This design comes from an exercise in tuning for small area, a short achievable clock period and few clock cycles per item on the open sky130 flow, not from production work. Only the layout flow was run in this run; the RTL was not checked for function there. No activity file was given, so power comes from the tool's default toggle rates.

**config.mk**
```make
export PLATFORM = sky130hd
export DESIGN_NAME = conv_engine_top
export DESIGN_NICKNAME = conv_engine_top
export VERILOG_FILES = /design/flow/design.v
export SDC_FILE = /design/flow/constraint.sdc
export NUM_CORES = 4
export LEC_CHECK = 0
export CAP_MARGIN = 20
export CORE_MARGIN = 2
export CORE_UTILIZATION = 40
export SETUP_SLACK_MARGIN = 0.5
export SLEW_MARGIN = 20
```
**constraint.sdc**
```tcl
create_clock -name core_clock -period 13.0 [get_ports {clk}]
set_input_delay 2.6000 -clock core_clock [delete_from_list [all_inputs] [get_ports {clk}]]
set_output_delay 2.6000 -clock core_clock [all_outputs]
set_load 0.01 [all_outputs]
```
**design.v**
```verilog
package conv_pkg;
    localparam DATA_WIDTH = 8;
    localparam TAPS = 9;
    localparam IN_CHANNELS  = 3;
    localparam OUT_CHANNELS = 9;
    localparam PIXELS = TAPS * IN_CHANNELS;
    localparam PIX_W  = $clog2(PIXELS);
    localparam ACC_WIDTH = 21;
    localparam INPUT_CREDITS = 4;
    localparam OUTPUT_CREDITS = 4;
    localparam PIXEL_MAX = 2 ** DATA_WIDTH - 1;
    localparam IN_FIFO_W = DATA_WIDTH + 1;
endpackage
`timescale 1ns/1ps
module kernel_store (
    input  logic                                                       clk,
    input  logic                                                       rst_n,
    input  logic                                                       head_valid,
    input  logic                                                       head_is_weight,
    input  logic [conv_pkg::DATA_WIDTH-1:0]                            head_data,
    input  logic [conv_pkg::PIX_W-1:0]                                 phase,
    output logic                                                       kernel_pop,
    output logic [conv_pkg::OUT_CHANNELS*conv_pkg::DATA_WIDTH-1:0]     weights,
    output logic [conv_pkg::OUT_CHANNELS*conv_pkg::DATA_WIDTH-1:0]     biases
);
    localparam DW    = conv_pkg::DATA_WIDTH;
    localparam OC    = conv_pkg::OUT_CHANNELS;
    localparam IC    = conv_pkg::IN_CHANNELS;
    localparam TAPS  = conv_pkg::TAPS;
    localparam LEN   = conv_pkg::PIXELS;
    localparam PIX_W = conv_pkg::PIX_W;
    localparam ALIGN_BIAS  = OC - conv_pkg::INPUT_CREDITS;
    localparam ALIGN_PHASE = LEN - conv_pkg::INPUT_CREDITS;
    logic [$clog2(TAPS)-1:0] ld_tap;
    logic [$clog2(IC)-1:0]   ld_ic;
    logic [$clog2(OC)-1:0]   ld_oc;
    logic [PIX_W-1:0]        ld_slot;
    logic                    ld_bias;
    logic [$clog2(OC)-1:0]   ld_bidx;
    logic                    weight_pop;
    logic                    bias_pop;
    assign weight_pop = head_valid && head_is_weight && !ld_bias && (phase == ld_slot);
    assign bias_pop   = head_valid && head_is_weight && ld_bias &&
                        (ld_bidx != ALIGN_BIAS || phase == ALIGN_PHASE);
    assign kernel_pop = weight_pop || bias_pop;
    always_ff @(posedge clk or negedge rst_n) begin
        if (!rst_n) begin
            ld_tap  <= '0;
            ld_ic   <= '0;
            ld_oc   <= '0;
            ld_slot <= '0;
            ld_bias <= 1'b0;
            ld_bidx <= '0;
        end else if (weight_pop) begin
            if (ld_tap != TAPS - 1) begin
                ld_tap  <= ld_tap + 1'b1;
                ld_slot <= ld_slot + IC;
            end else begin
                ld_tap <= '0;
                if (ld_ic != IC - 1) begin
                    ld_ic   <= ld_ic + 1'b1;
                    ld_slot <= ld_ic + 1'b1;
                end else begin
                    ld_ic   <= '0;
                    ld_slot <= '0;
                    if (ld_oc != OC - 1) begin
                        ld_oc <= ld_oc + 1'b1;
                    end else begin
                        ld_oc   <= '0;
                        ld_bias <= 1'b1;
                    end
                end
            end
        end else if (bias_pop) begin
            if (ld_bidx != OC - 1) begin
                ld_bidx <= ld_bidx + 1'b1;
            end else begin
                ld_bidx <= '0;
                ld_bias <= 1'b0;
            end
        end
    end
    genvar g, s;
    generate
        for (g = 0; g < OC; g = g + 1) begin : g_loop
            logic [DW-1:0] ring [0:LEN-1];
            always_ff @(posedge clk) begin
                ring[0] <= (weight_pop && ld_oc == g) ? head_data : ring[LEN-1];
            end
            for (s = 1; s < LEN; s = s + 1) begin : g_stage
                always_ff @(posedge clk) begin
                    ring[s] <= ring[s-1];
                end
            end
            assign weights[g*DW +: DW] = ring[g];
            always_ff @(posedge clk) begin
                if (bias_pop && ld_bidx == g) begin
                    biases[g*DW +: DW] <= head_data;
                end
            end
        end
    endgenerate
endmodule
`timescale 1ns/1ps
module window_buffer (
    input  logic                            clk,
    input  logic                            rst_n,
    input  logic                            in_valid,
    input  logic [conv_pkg::DATA_WIDTH-1:0] in_data,
    input  logic                            in_is_weight,
    input  logic                            pop,
    output logic                            head_valid,
    output logic                            head_is_weight,
    output logic [conv_pkg::DATA_WIDTH-1:0] head_data,
    output logic                            in_credit
);
    localparam DEPTH = conv_pkg::INPUT_CREDITS;
    localparam W     = conv_pkg::IN_FIFO_W;
    localparam PTR_W = $clog2(DEPTH);
    localparam CNT_W = $clog2(DEPTH + 1);
    logic [W-1:0]     mem [0:DEPTH-1];
    logic [PTR_W-1:0] wr_ptr;
    logic [PTR_W-1:0] rd_ptr;
    logic [CNT_W-1:0] count;
    logic [W-1:0]     head;
    assign head           = mem[rd_ptr];
    assign head_valid     = (count != '0);
    assign head_is_weight = head[W-1];
    assign head_data      = head[W-2:0];
    always_ff @(posedge clk) begin
        if (in_valid) begin
            mem[wr_ptr] <= {in_is_weight, in_data};
        end
    end
    always_ff @(posedge clk or negedge rst_n) begin
        if (!rst_n) begin
            wr_ptr    <= '0;
            rd_ptr    <= '0;
            count     <= '0;
            in_credit <= 1'b0;
        end else begin
            if (in_valid) begin
                wr_ptr <= wr_ptr + 1'b1;
            end
            if (pop) begin
                rd_ptr <= rd_ptr + 1'b1;
            end
            count     <= count + in_valid - pop;
            in_credit <= pop;
        end
    end
endmodule
`timescale 1ns/1ps
module mac_array (
    input  logic                                                    clk,
    input  logic                                                    rst_n,
    input  logic                                                    head_valid,
    input  logic                                                    head_is_weight,
    input  logic [conv_pkg::DATA_WIDTH-1:0]                         head_data,
    input  logic [conv_pkg::PIX_W-1:0]                              phase,
    input  logic                                                    drain_free,
    input  logic [conv_pkg::OUT_CHANNELS*conv_pkg::DATA_WIDTH-1:0]  weights,
    input  logic [conv_pkg::OUT_CHANNELS*conv_pkg::DATA_WIDTH-1:0]  biases,
    output logic                                                    pixel_pop,
    output logic [conv_pkg::OUT_CHANNELS-1:0]                       acc_done,
    output logic [conv_pkg::OUT_CHANNELS*conv_pkg::ACC_WIDTH-1:0]   acc
);
    localparam DW    = conv_pkg::DATA_WIDTH;
    localparam AW    = conv_pkg::ACC_WIDTH;
    localparam OC    = conv_pkg::OUT_CHANNELS;
    localparam LEN   = conv_pkg::PIXELS;
    localparam PIX_W = conv_pkg::PIX_W;
    logic [PIX_W-1:0] next_pixel;
    logic             last_pixel;
    logic [DW-1:0]    pixel_q [0:OC-1];
    logic [OC-1:0]    valid_q;
    logic [OC-1:0]    first_q;
    logic [OC-1:0]    last_q;
    assign last_pixel = (next_pixel == LEN - 1);
    assign pixel_pop  = head_valid && !head_is_weight && (phase == next_pixel) &&
                        (!last_pixel || drain_free);
    always_ff @(posedge clk or negedge rst_n) begin
        if (!rst_n) begin
            next_pixel <= '0;
            valid_q    <= '0;
            first_q    <= '0;
            last_q     <= '0;
            acc_done   <= '0;
        end else begin
            if (pixel_pop) begin
                next_pixel <= last_pixel ? '0 : next_pixel + 1'b1;
            end
            valid_q  <= {valid_q[OC-2:0], pixel_pop};
            first_q  <= {first_q[OC-2:0], pixel_pop && (next_pixel == '0)};
            last_q   <= {last_q[OC-2:0], pixel_pop && last_pixel};
            acc_done <= last_q;
        end
    end
    always_ff @(posedge clk) begin
        pixel_q[0] <= pixel_pop ? head_data : '0;
        for (int l = 1; l < OC; l = l + 1) begin
            pixel_q[l] <= pixel_q[l-1];
        end
    end
    localparam logic [AW-1:0] WINDOW_K = AW'(-LEN * ((1 << 15) - (1 << 7)));
    localparam SEG = 7;
    genvar g;
    generate
        for (g = 0; g < OC; g = g + 1) begin : g_lane
            logic [DW-1:0] w;
            logic [DW-1:0] p;
            logic [DW-1:0] b;
            logic [AW-1:0] sum_q;
            logic [1:0]    cy_q;
            logic [1:0]    cy_in;
            logic [AW-1:0] base;
            logic [AW-1:0] r [0:DW];
            assign w = weights[g*DW +: DW];
            assign p = pixel_q[g];
            assign b = biases[g*DW +: DW];
            for (genvar i = 0; i < DW; i = i + 1) begin : g_row
                assign r[i] = AW'({valid_q[g] & ~(p[i] & w[DW-1]), {(DW-1){p[i]}} & w[DW-2:0]}) << i;
            end
            assign base  = first_q[g] ? AW'({{(AW-DW){b[DW-1]}}, b}) + WINDOW_K : sum_q;
            assign r[DW] = base;
            assign cy_in = first_q[g] ? 2'b00 : cy_q;
            logic [AW-1:0] a0, b0, a1, b1, a2, b2, c0, d0, c1, d1, e0, f0, s4, c4;
            assign a0 = r[0] ^ r[1] ^ r[2];
            assign b0 = ((r[0] & r[1]) | (r[0] & r[2]) | (r[1] & r[2])) << 1;
            assign a1 = r[3] ^ r[4] ^ r[5];
            assign b1 = ((r[3] & r[4]) | (r[3] & r[5]) | (r[4] & r[5])) << 1;
            assign a2 = r[6] ^ r[7] ^ r[8];
            assign b2 = ((r[6] & r[7]) | (r[6] & r[8]) | (r[7] & r[8])) << 1;
            assign c0 = a0 ^ b0 ^ a1;
            assign d0 = ((a0 & b0) | (a0 & a1) | (b0 & a1)) << 1;
            assign c1 = b1 ^ a2 ^ b2;
            assign d1 = ((b1 & a2) | (b1 & b2) | (a2 & b2)) << 1;
            assign e0 = c0 ^ d0 ^ c1;
            assign f0 = ((c0 & d0) | (c0 & c1) | (d0 & c1)) << 1;
            assign s4 = e0 ^ f0 ^ d1;
            assign c4 = ((e0 & f0) | (e0 & d1) | (f0 & d1)) << 1;
            logic [SEG:0] seg0, seg1;
            logic [SEG-1:0] seg2;
            assign seg0 = {1'b0, s4[SEG-1:0]} + {1'b0, c4[SEG-1:0]};
            assign seg1 = {1'b0, s4[2*SEG-1:SEG]} + {1'b0, c4[2*SEG-1:SEG]} + cy_in[0];
            assign seg2 = s4[AW-1:2*SEG] + c4[AW-1:2*SEG] + cy_in[1];
            always_ff @(posedge clk) begin
                sum_q <= {seg2, seg1[SEG-1:0], seg0[SEG-1:0]};
                cy_q  <= {seg1[SEG], seg0[SEG]};
            end
            assign acc[g*AW +: AW] = sum_q + (AW'(cy_q[0]) << SEG) + (AW'(cy_q[1]) << (2*SEG));
        end
    endgenerate
endmodule
`timescale 1ns/1ps
module result_drain (
    input  logic                                                  clk,
    input  logic                                                  rst_n,
    input  logic [conv_pkg::OUT_CHANNELS-1:0]                     acc_done,
    input  logic [conv_pkg::OUT_CHANNELS*conv_pkg::ACC_WIDTH-1:0] acc,
    input  logic                                                  out_credit,
    output logic                                                  drain_free,
    output logic                                                  out_valid,
    output logic [conv_pkg::DATA_WIDTH-1:0]                       out_data
);
    localparam DW   = conv_pkg::DATA_WIDTH;
    localparam AW   = conv_pkg::ACC_WIDTH;
    localparam OC   = conv_pkg::OUT_CHANNELS;
    localparam CH_W = $clog2(OC);
    localparam CR_W = $clog2(conv_pkg::OUTPUT_CREDITS + 1);
    logic [DW-1:0]   result [0:OC-1];
    logic            holding;
    logic [CH_W-1:0] send_ch;
    logic [CR_W-1:0] credits;
    logic            send;
    assign send       = holding && (credits != '0);
    assign drain_free = !holding;
    genvar g;
    generate
        for (g = 0; g < OC; g = g + 1) begin : g_clamp
            logic signed [AW-1:0] sum;
            assign sum = $signed(acc[g*AW +: AW]);
            always_ff @(posedge clk) begin
                if (acc_done[g]) begin
                    result[g] <= sum[AW-1] ? {DW{1'b0}} :
                                 (|sum[AW-2:DW]) ? {DW{1'b1}} : sum[DW-1:0];
                end
            end
        end
    endgenerate
    always_ff @(posedge clk) begin
        out_data <= result[send_ch];
    end
    always_ff @(posedge clk or negedge rst_n) begin
        if (!rst_n) begin
            holding   <= 1'b0;
            send_ch   <= '0;
            credits   <= conv_pkg::OUTPUT_CREDITS;
            out_valid <= 1'b0;
        end else begin
            credits   <= credits + out_credit - send;
            out_valid <= send;
            if (acc_done[0]) begin
                holding <= 1'b1;
                send_ch <= '0;
            end else if (send) begin
                if (send_ch == OC - 1) begin
                    holding <= 1'b0;
                    send_ch <= '0;
                end else begin
                    send_ch <= send_ch + 1'b1;
                end
            end
        end
    end
endmodule
`timescale 1ns/1ps
module conv_engine_top (
    input  logic                            clk,
    input  logic                            rst_n,
    input  logic                            in_valid,
    input  logic [conv_pkg::DATA_WIDTH-1:0] in_data,
    input  logic                            in_is_weight,
    input  logic                            out_credit,
    output logic                            in_credit,
    output logic                            out_valid,
    output logic [conv_pkg::DATA_WIDTH-1:0] out_data
);
    localparam DW    = conv_pkg::DATA_WIDTH;
    localparam AW    = conv_pkg::ACC_WIDTH;
    localparam OC    = conv_pkg::OUT_CHANNELS;
    localparam LEN   = conv_pkg::PIXELS;
    localparam PIX_W = conv_pkg::PIX_W;
    logic                 head_valid;
    logic                 head_is_weight;
    logic [DW-1:0]        head_data;
    logic                 kernel_pop;
    logic                 pixel_pop;
    logic [PIX_W-1:0]     phase;
    logic [OC*DW-1:0]     weights;
    logic [OC*DW-1:0]     biases;
    logic                 drain_free;
    logic [OC-1:0]        acc_done;
    logic [OC*AW-1:0]     acc;
    always_ff @(posedge clk or negedge rst_n) begin
        if (!rst_n) begin
            phase <= '0;
        end else begin
            phase <= (phase == LEN - 1) ? '0 : phase + 1'b1;
        end
    end
    window_buffer u_fifo (
        .clk           (clk),
        .rst_n         (rst_n),
        .in_valid      (in_valid),
        .in_data       (in_data),
        .in_is_weight  (in_is_weight),
        .pop           (kernel_pop || pixel_pop),
        .head_valid    (head_valid),
        .head_is_weight(head_is_weight),
        .head_data     (head_data),
        .in_credit     (in_credit)
    );
    kernel_store u_kernel_store (
        .clk           (clk),
        .rst_n         (rst_n),
        .head_valid    (head_valid),
        .head_is_weight(head_is_weight),
        .head_data     (head_data),
        .phase         (phase),
        .kernel_pop    (kernel_pop),
        .weights       (weights),
        .biases        (biases)
    );
    mac_array u_mac_array (
        .clk           (clk),
        .rst_n         (rst_n),
        .head_valid    (head_valid),
        .head_is_weight(head_is_weight),
        .head_data     (head_data),
        .phase         (phase),
        .drain_free    (drain_free),
        .weights       (weights),
        .biases        (biases),
        .pixel_pop     (pixel_pop),
        .acc_done      (acc_done),
        .acc           (acc)
    );
    result_drain u_result_drain (
        .clk        (clk),
        .rst_n      (rst_n),
        .acc_done   (acc_done),
        .acc        (acc),
        .out_credit (out_credit),
        .drain_free (drain_free),
        .out_valid  (out_valid),
        .out_data   (out_data)
    );
endmodule
```
**run.sh**
```bash
#!/bin/bash
# synth_recipe.tcl (not shown) runs the flow's synth.tcl, then flattens the netlist and writes it again
# the make line also repeats each setting of config.mk as NAME=value (left out here)
make -C /OpenROAD-flow-scripts/flow DESIGN_CONFIG=/design/flow/config.mk WORK_HOME=/design/flow/orfs CLKGATE_MAP_FILE= SYNTH_SCRIPT=/design/flow/synth_recipe.tcl finish
```
==> metrics.csv <==
stage,metric,value,unit
floorplan,Cell Rows,165,
route,via count,40800,
setup_path,crit path from,u_mac_array.first_q[2],
floorplan,core area,202000,um2
floorplan,num ports,23,
sta,period utilization,0.376,
power,Logic pwr share,0.131,
clocking,CTS Sinks,2486,
global_route,remaining global-route overflow,0,
finish,fin nets,7148,
global_route,largest net degree at the start of global routing,49,
power,P_sw,4670,uW
yosys,Post-synth EDFFs,180,
setup_path,crit-path most repeated cell,fa_1,
route,WL final,143000,um
place,PortBufs,22,
setup_path,Worst Setup Start Kind,register,
yosys,"Seq/Total Area, Yosys",0.638,
clocking,Root Buffer,clkbuf_16,
setup_path,Critical Path AT,5.68,ns
power,Leakage,0.0389,uW
global_route,first-pass GRT wire length,234000,um
sta,final setup violation count,0,
sta,Slew @ Worst Pin,1.09,ns
clocking,post-cts sizing count,0,
yosys,number of synthesized register bits,2486,
clocking,postcts setup bufs,0,
floorplan,die area,207000,um2
power,Internal,13300,uW
sta,Max Clk Rate,204,MHz
global_route,GRT Util Overall,0.143,
setup_path,max incr delay on CP,0.96,ns
clocking,H-tree Lvls,4,
route,routed length per instance,15.7,um
sta,skew final,0.0741,ns
power,PwrDens,192,nW/um2
yosys,"area leader, netlist",dfxtp_1,
clocking,Num CTS Buffers,231,
yosys,Cells after Synth,6064,
run,maxcap violations,0,
yosys,largest cells by area after synthesis,"dfxtp_1 55%, fa_1 12%, edfxtp_1 6.6%",
yosys,cell area after synthesis,81400,um2
clocking,cts hold-fix bufs,0,
finish,fin cells,9134,
power,Seq pwr share,0.474,
route,iteration count of the initial detailed-routing pass,7,
yosys,Yosys top cell area share,0.548,
power,switching fraction of total power,0.261,
sta,RSZ-0062 raised after global routing,no,
yosys,"count leader, synth",dfxtp_1,
worst_hold_path,worst hold path class,register to register,
route,DR vias/cell,4.47,
finish,Layout area overhead,14.4,%
setup_path,"critical path, cell by cell","a21oi_1, fa_1, inv_1, fa_1, fa_1, fa_1, inv_1, fa_1, inv_1, fa_1, inv_1, a21oi_1, o21bai_1, a21o_1, a21oi_1, xnor2_1",
floorplan,Starting Density,0.402,
setup_path,Slowest cell on crit path,dfrtp_1,
route,Iter 0 DRT Violations,1832,
finish,layout cell share with drive strength beyond 1,0.0844,
yosys,"Primary FF master, synth",dfxtp_1,
yosys,Post-synth top cells,"2231 x dfxtp_1, 599 x inv_1, 479 x fa_1",
sta,post-route minimum period,4.89,ns
setup_path,Worst Path Max Fanout,25,
setup_path,critical path type,register to register,
setup_path,crit end category,register,
setup_path,reg2reg start,u_mac_array.first_q[2],
clocking,clock buffer depth,3,
yosys,Mapped Avg Cell Area,13.4,um2
global_route,vias in the first global route,42900,
setup_path,CP required,13.79,ns
yosys,syn nets,6962,
power,worst vdd ir,0.136,mV
power,Design Power,17900,uW
sta,TNS Setup,0,ns
place,placed cell count,8689,
route,DRC,0,
clocking,"CTS clk-pin slew, worst paths",0.06,ns
clocking,clock insertion delay at the later pin of the skew report,0.87,ns
yosys,post-synthesis cell type count,79,
yosys,Synth warnings,25,
floorplan,Die Y,455,um
place,HPWL after detailed placement,94100,um
setup_path,reg2reg setup slack,8.11,ns
yosys,Async SR Flop Fraction,0.0302,
global_route,antenna violations before repair,10,
power,clock share of power,0.395,
place,routability cong.,0.836,
clocking,CTS tree,yes,
sta,Slew Limit Fails,0,
sta,"Hold Violations, Final",0,
status,status,finished clean,
worst_hold_path,hold_sp,u_kernel_store.g_loop[8].ring[12][2],
floorplan,Die W,455,um
route,DRT antenna net count,0,
sta,Rel. slew slack,0.254,
-- worst paths after layout --
path / end / depth (start not counted)
setup / recovery: u_mac_array.g_lane[2].sum_q[13] / 16
hold reg to reg: u_kernel_store.g_loop[8].ring[13][2] / 0
setup reg to reg: u_mac_array.g_lane[2].sum_q[13] / 16
hold / removal: u_kernel_store.g_loop[8].ring[13][2] / 0
min in group asynchronous: u_fifo.rd_ptr[0] / 1
max in group asynchronous: u_mac_array.valid_q[7] / 2
-- state kept, by name, summed over array words and instances (netlist names), 8 cells and up --
name / flops
u_kernel_store.g_loop.ring: 1944
u_mac_array.g_lane.sum_q: 189
u_kernel_store.biases: 72
u_mac_array.pixel_q: 72
u_result_drain.result: 72
u_fifo.mem: 36
u_mac_array.g_lane.cy_q: 18
u_mac_array.acc_done: 9
u_mac_array.first_q: 9
u_mac_array.valid_q: 9
u_result_drain.out_data: 8
-- power groups by stage --
| stage | Combinational (uW) | Clock, uW | Sequential (uW) |
|---|---|---|---|
| floorplan | 1630 | 0 | 8520 |
| global placement | 2350 | 0 | 8650 |
| detailed placement | 2390 | 0 | 8660 |
| CTS | 2430 | 7270 | 8490 |
| global route | 2700 | 7590 | 8550 |
| finish | 2350 | 7080 | 8490 |
-- final cells by class --
cell class | instances | area [um2]
clock inverter | 108 | 1560
clock buffer | 329 | 6790
sequential | 2486 | 51900
multi-input combinational | 2893 | 26900
timing repair buffer | 39 | 345
inverter | 599 | 2250
fill | 17800 | 109000
tap | 2672 | 3340
antenna | 8 | 20.0
-- layout by cell type (no fill, tap or decap), types with 13 or more instances in the layout --
cell type        netlist  layout
a21boi_0              59      59
a21o_1                38      38
a21oi_1              112     112
a31oi_1               14      14
and2_1               312     312
and3_1                13      13
buf_4                  1      18
bufinv_16              0      23
clkbuf_1              68      45
clkbuf_16              0     241
clkbuf_8               0      43
clkdlybuf4s50_1        0      21
clkinv_2               0      28
clkinv_4               0      14
dfrtp_1               74      74
dfxtp_1             2231    2231
edfxtp_1             180     180
fa_1                 479     479
ha_1                 406     406
inv_1                599     599
mux2_2                67      67
mux2i_1               27      27
nand2_1              414     414
nand2b_1              62      62
nand3_1               37      37
nand4_1               19      19
nor2_1               121     121
nor2b_1               82      82
nor3_1                26      26
o21a_1                73      73
o21ai_0              134     126
o21ai_1               34      34
o21ai_2                8      16
o21bai_1              24      24
or2_2                 41      41
xnor2_1               94      94
xor2_1                52      52
-- worst max-delay path: cells and delay by family (launching register included) --
kind | cells | cell delay (ns)
buffers and inverters | 4 | 0.25
AOI/OAI and AO/OA | 5 | 0.80
DFF | 1 | 0.96
adders and majority gates | 6 | 2.69
xor gates and xnor gates | 1 | 0.14
-- metal layers --
| layer | track usage | wire length, um | vias to the layer above | share of wire |
|---|---|---|---|---|
| li1 | - | - | 19900 | - |
| met1 | 0.199 | 69700 | 20100 | 0.49 |
| met2 | 0.224 | 64900 | 614 | 0.45 |
| met3 | 0.0269 | 5280 | 224 | 0.037 |
| met4 | 0.0466 | 3270 | 0 | 0.023 |
| met5 | 0 | 0 | - | 0 |
-- cell families after synthesis --
| group | synth area share |
|---|---|
| XOR/XNOR | 0.0157 |
| AO/OA/AOI/OAI | 0.0470 |
| multiplexers | 0.0132 |
| buffers and inverters | 0.0321 |
| flip-flops | 0.638 |
| adder cells (fa/ha/maj) | 0.180 |
| AND/OR/NAND/NOR | 0.0739 |
-- through the flow --
| stage | hold slack, ns | utilization | worst slack [ns] | cell area [um2] |
|---|---|---|---|---|
| 2_1_floorplan | 0.310 | - | 8.39 | 81400 |
| 3_3_place_gp | 0.310 | 0.419 | 8.12 | 84800 |
| 3_5_place_dp | 0.312 | 0.419 | 8.09 | 84800 |
| 4_1_cts | 0.251 | 0.460 | 8.12 | 93200 |
| 5_1_grt | 0.260 | 0.460 | 7.77 | 93200 |
| 6_report | 0.260 | 0.461 | 8.11 | 93200 |

-- what the ideal ports hide --
No port has a modelled driver above. Below, the same layout with a new extraction and two added sets of constraints.
Step 1 sets driving cells, clkbuf_16 on the clock port and buf_2 on the other inputs (assumed; they add their load-dependent delay and slew).
Step 2 adds t to the input delays and takes it off the output delays; t is the mean of the earliest and latest rising clock arrival at the registers after step 1. Input paths then give back, and output paths get back, about the clock's delay inside the block.
Slacks: ideal / step 1 / step 2; pairs: ideal / step 1.
t (ns): 0.919
slack for setup (ns): 8.110 / 8.110 / 8.110
hold slack, ns: 0.260 / 0.260 / 0.260
slew at the worst register clock pin (ns): 0.07 / 0.07
worst data-port slew with drivers (ns): 0.12
After both steps setup and hold are still met in this run. The setup slack of this run moves by 0.000 ns with the drivers and by 0.000 ns with both steps.
